This is an optimization exercise on Yosys and OpenROAD, whose aim is small area and few clock cycles per item, not a production implementation.
In this exercise RTL edits were held to simulation tests only and were not proved equivalent to the original.
Power figures rest on the tool's default switching activity, not on a simulated workload.

## config.mk

```make
export PLATFORM = sky130hd
export DESIGN_NAME = dot_top
export DESIGN_NICKNAME = dot_top
export VERILOG_FILES = /design/flow/design.v
export SDC_FILE = /design/flow/constraint.sdc
export NUM_CORES = 4
export LEC_CHECK = 0
export CAP_MARGIN = 20
export CORE_MARGIN = 2
export CORE_UTILIZATION = 40
export SLEW_MARGIN = 20
```

## constraint.sdc

```tcl
create_clock -name core_clock -period 5.5 [get_ports {clk}]
set_input_delay 1.1000 -clock core_clock [delete_from_list [all_inputs] [get_ports {clk}]]
set_output_delay 1.1000 -clock core_clock [all_outputs]
set_load 0.01 [all_outputs]
```

## design.v

```verilog
package dot_pkg;
    typedef logic signed [8-1:0] sample_t;
    typedef logic [4*8-1:0] sample_vec_t;
    typedef logic signed [12-1:0] product_t;
    typedef logic [4*12-1:0] product_vec_t;
    typedef logic signed [(12 + 2)-1:0] sum_t;
endpackage
`timescale 1ns/1ps
module lane_mul_stage (
    input  logic         clk,
    input  logic         rst,
    input  dot_pkg::sample_vec_t  a_data,
    input  logic         a_last,
    input  logic         a_valid,
    output logic         a_ready,
    input  dot_pkg::sample_vec_t  b_data,
    input  logic         b_valid,
    output logic         b_ready,
    output dot_pkg::product_vec_t out_data,
    output logic         out_last,
    output logic         out_valid,
    input  logic         out_ready
);
    logic         stage_ready;
    logic         join_fire;
    dot_pkg::product_vec_t prod_next;
    assign stage_ready = ~out_valid | out_ready;
    assign a_ready   = b_valid & stage_ready;
    assign b_ready   = a_valid & stage_ready;
    assign join_fire = a_valid & b_valid & stage_ready;
    for (genvar i = 0; i < 4; i++) begin : g_lane
        dot_pkg::sample_t                           a_s;
        dot_pkg::sample_t                           b_s;
        logic signed [2*8-1:0] raw;
        logic signed [2*8-1:0] scaled;
        dot_pkg::product_t                          prod;
        assign a_s = a_data[i*8 +: 8];
        assign b_s = b_data[i*8 +: 8];
        assign raw = (2*8)'(a_s) * (2*8)'(b_s);
        assign scaled = raw >>> (2 * 7 - 10);
        assign prod   = scaled[12-1:0];
        assign prod_next[i*12 +: 12] = prod;
    end
    always_ff @(posedge clk) begin
        if (rst) begin
            out_valid <= 1'b0;
        end else if (join_fire) begin
            out_valid <= 1'b1;
        end else if (out_ready) begin
            out_valid <= 1'b0;
        end
    end
    always_ff @(posedge clk) begin
        if (join_fire) begin
            out_data <= prod_next;
            out_last <= a_last;
        end
    end
endmodule
`timescale 1ns/1ps
module tree_level #(
    parameter int in_count = 4,
    parameter int in_width = 12
) (
    input  logic                                 clk,
    input  logic                                 rst,
    input  logic [in_count*in_width-1:0]         in_data,
    input  logic                                 in_last,
    input  logic                                 in_valid,
    output logic                                 in_ready,
    output logic [(in_count/2)*(in_width+1)-1:0] out_data,
    output logic                                 out_last,
    output logic                                 out_valid,
    input  logic                                 out_ready
);
    localparam int out_count = in_count / 2;
    localparam int out_width = in_width + 1;
    logic                           in_fire;
    logic [out_count*out_width-1:0] sum_next;
    if (in_count % 2 != 0) begin : g_check
        $error("tree_level needs an even operand count");
    end
    assign in_ready = ~out_valid | out_ready;
    assign in_fire  = in_valid & in_ready;
    for (genvar i = 0; i < out_count; i++) begin : g_pair
        logic [in_width-1:0] op_a;
        logic [in_width-1:0] op_b;
        assign op_a = in_data[(2*i)*in_width +: in_width];
        assign op_b = in_data[(2*i+1)*in_width +: in_width];
        assign sum_next[i*out_width +: out_width] =
            {op_a[in_width-1], op_a} + {op_b[in_width-1], op_b};
    end
    always_ff @(posedge clk) begin
        if (rst) begin
            out_valid <= 1'b0;
        end else if (in_fire) begin
            out_valid <= 1'b1;
        end else if (out_ready) begin
            out_valid <= 1'b0;
        end
    end
    always_ff @(posedge clk) begin
        if (in_fire) begin
            out_data <= sum_next;
            out_last <= in_last;
        end
    end
endmodule
`timescale 1ns/1ps
module add_tree (
    input  logic         clk,
    input  logic         rst,
    input  dot_pkg::product_vec_t in_data,
    input  logic         in_last,
    input  logic         in_valid,
    output logic         in_ready,
    output dot_pkg::sum_t         out_data,
    output logic         out_last,
    output logic         out_valid,
    input  logic         out_ready
);
    localparam int mid_w     = 12 + 1;
    localparam int mid_count = 4 / 2;
    logic [mid_count*mid_w-1:0] mid_data;
    logic                       mid_last;
    logic                       mid_valid;
    logic                       mid_ready;
    dot_pkg::sum_t                       tree_sum;
    tree_level #(
        .in_count(4),
        .in_width(12)
    ) level0_i (
        .clk      (clk),
        .rst      (rst),
        .in_data  (in_data),
        .in_last  (in_last),
        .in_valid (in_valid),
        .in_ready (in_ready),
        .out_data (mid_data),
        .out_last (mid_last),
        .out_valid(mid_valid),
        .out_ready(mid_ready)
    );
    tree_level #(
        .in_count(mid_count),
        .in_width(mid_w)
    ) level1_i (
        .clk      (clk),
        .rst      (rst),
        .in_data  (mid_data),
        .in_last  (mid_last),
        .in_valid (mid_valid),
        .in_ready (mid_ready),
        .out_data (tree_sum),
        .out_last (out_last),
        .out_valid(out_valid),
        .out_ready(out_ready)
    );
    assign out_data = tree_sum;
endmodule
`timescale 1ns/1ps
module skid_slice (
    input  logic   clk,
    input  logic   rst,
    input  dot_pkg::sum_t   in_data,
    input  logic   in_last,
    input  logic   in_valid,
    output logic   in_ready,
    output dot_pkg::sum_t   out_data,
    output logic   out_last,
    output logic   out_valid,
    input  logic   out_ready
);
    dot_pkg::sum_t       data_mem [2];
    logic       last_mem [2];
    logic       wr_ptr;
    logic       rd_ptr;
    logic [1:0] count;
    logic       in_fire;
    logic       out_fire;
    assign in_ready  = count < 2'd2;
    assign out_valid = count != 2'd0;
    assign in_fire   = in_valid & in_ready;
    assign out_fire  = out_valid & out_ready;
    always_ff @(posedge clk) begin
        if (rst) begin
            wr_ptr <= 1'b0;
            rd_ptr <= 1'b0;
            count  <= 2'd0;
        end else begin
            if (in_fire) begin
                wr_ptr <= ~wr_ptr;
            end
            if (out_fire) begin
                rd_ptr <= ~rd_ptr;
            end
            case ({in_fire, out_fire})
                2'b10:   count <= count + 2'd1;
                2'b01:   count <= count - 2'd1;
                default: count <= count;
            endcase
        end
    end
    always_ff @(posedge clk) begin
        if (in_fire) begin
            data_mem[wr_ptr] <= in_data;
            last_mem[wr_ptr] <= in_last;
        end
    end
    assign out_data = data_mem[rd_ptr];
    assign out_last = last_mem[rd_ptr];
endmodule
`timescale 1ns/1ps
module dot_top (
    input  logic        clk,
    input  logic        rst,
    input  dot_pkg::sample_vec_t a_data,
    input  logic        a_last,
    input  logic        a_valid,
    output logic        a_ready,
    input  dot_pkg::sample_vec_t b_data,
    input  logic        b_valid,
    output logic        b_ready,
    output dot_pkg::sum_t        out_data,
    output logic        out_last,
    output logic        out_valid,
    input  logic        out_ready
);
    dot_pkg::product_vec_t mul_data;
    logic         mul_last;
    logic         mul_valid;
    logic         mul_ready;
    dot_pkg::sum_t         sum_data;
    logic         sum_last;
    logic         sum_valid;
    logic         sum_ready;
    lane_mul_stage mul_i (
        .clk      (clk),
        .rst      (rst),
        .a_data   (a_data),
        .a_last   (a_last),
        .a_valid  (a_valid),
        .a_ready  (a_ready),
        .b_data   (b_data),
        .b_valid  (b_valid),
        .b_ready  (b_ready),
        .out_data (mul_data),
        .out_last (mul_last),
        .out_valid(mul_valid),
        .out_ready(mul_ready)
    );
    add_tree tree_i (
        .clk      (clk),
        .rst      (rst),
        .in_data  (mul_data),
        .in_last  (mul_last),
        .in_valid (mul_valid),
        .in_ready (mul_ready),
        .out_data (sum_data),
        .out_last (sum_last),
        .out_valid(sum_valid),
        .out_ready(sum_ready)
    );
    skid_slice slice_i (
        .clk      (clk),
        .rst      (rst),
        .in_data  (sum_data),
        .in_last  (sum_last),
        .in_valid (sum_valid),
        .in_ready (sum_ready),
        .out_data (out_data),
        .out_last (out_last),
        .out_valid(out_valid),
        .out_ready(out_ready)
    );
endmodule
```

## run.sh

```bash
#!/bin/bash
# synth_recipe.tcl (not shown) runs the flow's synth.tcl, then flattens the netlist and writes it again
# the make line also repeats each setting of config.mk as NAME=value (left out here)
make -C /OpenROAD-flow-scripts/flow DESIGN_CONFIG=/design/flow/config.mk WORK_HOME=/design/flow/orfs CLKGATE_MAP_FILE= SYNTH_SCRIPT=/design/flow/synth_recipe.tcl finish
```

==> impl_metrics.json <==
{
  "seqPwrFrac_pct": 21.3,
  "r2r-end": "tree_i.level0_i.out_data[25]$_DFFE_PP_",
  "die_w_um": 201,
  "cts_resized": 0,
  "worst_r2r_startpoint": "mul_i.out_data[36]$_DFFE_PP_",
  "grt_start_max_net_pins": 50,
  "r2r_cells": 9,
  "async_flop_share_pct": 0,
  "hpwlAfterDp_um": 25300,
  "final_nets": 2160,
  "gr-total-overflow": 0,
  "synth_ff_type": "edfxtp_1",
  "p_clk_share_pct": 13.3,
  "synth_cell_type_count": 54,
  "finalSetupViolCount": 0,
  "hold_path_class": "reg2reg",
  "power.density_nw_per_um2": 453,
  "finalHoldViolations": 0,
  "startpoint_type": "input pin",
  "synth_nets": 1929,
  "ios": 88,
  "netlist.area_leader.share_pct": 28.3,
  "min_to": "tree_i.level1_i.out_last$_DFFE_PP_",
  "clk_pin_slew_ns": 0.06,
  "cts_setup_buffers": 0,
  "r2r_slack_ns": 3.10,
  "cts_tree": "built",
  "insertedDiodeCount": 0,
  "synth_edf_count": 121,
  "vdd_drop_max_uv": 297,
  "avgRoutedWirePerCell_um": 13.0,
  "htree_num_levels": 4,
  "cts_sinks": 129,
  "antenna_left": 0,
  "worstPathArrival_ns": 5.41,
  "ys_top_cells_by_count": "inv_1 (334), fa_1 (219), and2_1 (157)",
  "grt.total_usage_pct": 15.3,
  "antenna_found_initial": 0,
  "dieArea_um2": 40300,
  "min_from": "tree_i.level0_i.out_last$_DFFE_PP_",
  "first_global_vias": 11168,
  "critPathCaptureType": "flip-flop",
  "drive_gt1_share_pct": 11.0,
  "period_share_pct": 95.4,
  "cts_root_buffer": "clkbuf_16",
  "p_comb_share_pct": 65.4,
  "dp_slack_ns": -0.191,
  "final.setup_skew_ns": 0.0103,
  "cap_violations": 0,
  "drv_slew": 0,
  "required_ns": 5.66,
  "hold_depth": 0,
  "cts_buffer_depth": 2,
  "vias_per_cell": 4.58,
  "ys_seq_elements": 129,
  "cts_made_buffers": 17,
  "yosys.area.top_type": "fa_1",
  "syn_area_per_cell_um2": 10.4,
  "crit_path_max_fanout": 7,
  "start_util_pct": 40.3,
  "die_h_um": 201,
  "leakagePower_nw": 8.54,
  "worst_pin_slew_ns": 0.779,
  "grt_pass1_wl_um": 51500,
  "fin_crit_ns": 5.25,
  "num_rows": 72,
  "area_growth_pct": 20.0,
  "internal_power_mw": 5.06,
  "core_area_um2": 38500,
  "post-synth-top-count-cell": "inv_1",
  "switching_power_mw": 3.37,
  "final_cells": 2252,
  "worstSetupPathType": "in2reg",
  "vias": 10321,
  "fmax_ghz": 0.191,
  "worst_slack_ns": 0.252,
  "routabilityCongestion": 0.821,
  "drt_iter0_drc": 344,
  "yosysSeqAreaShare_pct": 24.5,
  "slew_headroom_pct": 48.0,
  "portBuffers": 87,
  "drc_errors": 0,
  "ys.warnings.count": 4,
  "p_total_mw": 8.43,
  "p_sw_share_pct": 40.0,
  "syn_inst": 1490,
  "syn_area_um2": 15500,
  "post-route-util_pct": 48.4,
  "rsz0062_at_grt": "false",
  "status": "finished clean",
  "dp.cells": 2220,
  "synth.area.top_cells": "fa_1 (28%), edfxtp_1 (23%), ha_1 (12%)",
  "fillers": 3613,
  "drt_first_pass_iters": 5,
  "holdBufCountCts": 0,
  "clk_latency_ns": 0.41,
  "wl_um": 29300
}
==> through the flow <==
step	area (um^2)	setup TNS, ns	hold WS, ns
final	18600	0	0.413
after global routing	18600	0	0.414
after CTS	18600	0	0.416
after detailed placement	18000	-0.876	0.409
after global placement	18000	-0.375	0.411
after floorplan	15500	0	0.400
==> flip-flops by register name (all words and copies together), names as in the netlist, named ones only <==
signal	count
mul_i.out_data	48
slice_i.data_mem	28
tree_i.level0_i.out_data	26
tree_i.level1_i.out_data	14
slice_i.count	2
slice_i.last_mem	2
mul_i.out_last	1
mul_i.out_valid	1
slice_i.rd_ptr	1
slice_i.wr_ptr	1
tree_i.level0_i.out_last	1
tree_i.level0_i.out_valid	1
tree_i.level1_i.out_last	1
tree_i.level1_i.out_valid	1
==> critical path, stage by stage <==
cell and delay, ns:
clkdlybuf4s50_1 0.49, and2_1 0.22, fa_1 0.51, inv_1 0.06
fa_1 0.49, inv_1 0.05, fa_1 0.53, inv_1 0.05
fa_1 0.47, inv_1 0.04, ha_1 0.30, a21oi_1 0.16
nor2b_1 0.08, o31a_1 0.25, a41o_1 0.26, o41ai_2 0.23
xnor2_1 0.11
==> area by class of cell <==
| cell class | instances | area, um^2 | share of cell area (%) |
|---|---|---|---|
| tap | 518 | 648 | 3.48 |
| clock inverter | 7 | 58.8 | 0.316 |
| clock buffer | 25 | 551 | 2.96 |
| inverter | 334 | 1250 | 6.74 |
| multi-input combinational | 1023 | 10500 | 56.2 |
| sequential | 129 | 3790 | 20.4 |
| timing repair buffer | 216 | 1840 | 9.89 |
==> power groups by stage <==
stage	Sequential (mW)	Clock [mW]	Combinational, mW
floorplan	1.73	0	4.17
global placement	1.82	0	5.41
detailed placement	1.82	0	5.57
CTS	1.80	1.14	5.60
global route	1.82	1.18	6.33
finish	1.79	1.12	5.51
==> logic make-up after synthesis <==
logic type	Yosys count	share of synthesized area, %
and+or+nand+nor	389	13.7
adders and majority gates	369	40.4
AOI/OAI and AO/OA	152	6.52
buffers and inverters	338	8.19
muxes	20	1.44
xor gates and xnor gates	93	5.26
DFF	129	24.5
==> worst max-delay path by stage <==
| stage | startpoint | cells past startpoint | endpoint | slack [ns] |
|---|---|---|---|---|
| 2_1_floorplan | a_data[29] | 16 | mul_i.out_data[47]$_DFFE_PP_ | 0.44 |
| 3_3_place_gp | b_data[9] | 17 | mul_i.out_data[23]$_DFFE_PP_ | -0.11 |
| 3_5_place_dp | b_data[9] | 17 | mul_i.out_data[23]$_DFFE_PP_ | -0.19 |
| 4_1_cts | b_data[9] | 17 | mul_i.out_data[23]$_DFFE_PP_ | 0.26 |
| 5_1_grt | b_data[5] | 16 | mul_i.out_data[11]$_DFFE_PP_ | 0.04 |
| 6_report | b_data[9] | 17 | mul_i.out_data[23]$_DFFE_PP_ | 0.25 |
==> layout by cell type, fill, tap and decap left out, types with 4 or more instances in the layout <==
| cell | Yosys | final |
|---|---|---|
| a21o_1 | 14 | 14 |
| a21oi_1 | 43 | 42 |
| and2_1 | 157 | 157 |
| and3_1 | 10 | 10 |
| buf_4 | 0 | 129 |
| clkbuf_16 | 0 | 21 |
| clkdlybuf4s50_1 | 0 | 87 |
| clkinv_4 | 0 | 4 |
| dfxtp_1 | 8 | 8 |
| edfxtp_1 | 121 | 121 |
| fa_1 | 219 | 219 |
| ha_1 | 150 | 150 |
| inv_1 | 334 | 334 |
| mux2_2 | 19 | 19 |
| nand2_1 | 75 | 75 |
| nand2b_1 | 15 | 15 |
| nand3_1 | 12 | 12 |
| nand3b_1 | 4 | 4 |
| nor2_1 | 45 | 43 |
| nor2b_1 | 40 | 39 |
| nor3_1 | 13 | 13 |
| o21a_1 | 9 | 9 |
| o21ai_0 | 25 | 25 |
| o21ai_1 | 14 | 14 |
| o21bai_1 | 8 | 8 |
| o31a_1 | 5 | 5 |
| or3_1 | 4 | 4 |
| xnor2_1 | 74 | 74 |
| xor2_1 | 19 | 19 |
==> per-layer routing <==
metal | vias up | wire length (um) | track usage [%]
met5 | - | 0 | 0
met4 | 0 | 363 | 2.96
met3 | 26 | 613 | 2.18
met2 | 104 | 14700 | 26.9
met1 | 5008 | 13600 | 20.2
li1 | 5183 | - | -
Testbench counts, summed over its fixed seeds: cycles 16,032, items 16,000.

## port drivers added, routing unchanged
Ports are ideal in the flow. The routed layout listed here was re-timed in OpenROAD.
Step 1 sets driving cells, clkbuf_16 on the clock port and buf_2 on the other inputs (assumed; they add their load-dependent delay and slew).
Step 2 adds t to the input delays and takes it off the output delays; t is the mean of the earliest and latest rising clock arrival at the registers after step 1. Input paths then give back, and output paths get back, about the clock's delay inside the block.
Three values: no drivers, after step 1, after step 2; two values: the first two.
t (ns): 0.450
slack for setup (ns): 0.252 / 0.270 / -0.180
hold WS [ns]: 0.413 / 0.413 / 0.413
Met with ideal ports but missed after step 2: setup timing in this run. For this run, drivers alone change the setup slack by +0.018 ns; drivers and shift together by -0.432 ns.
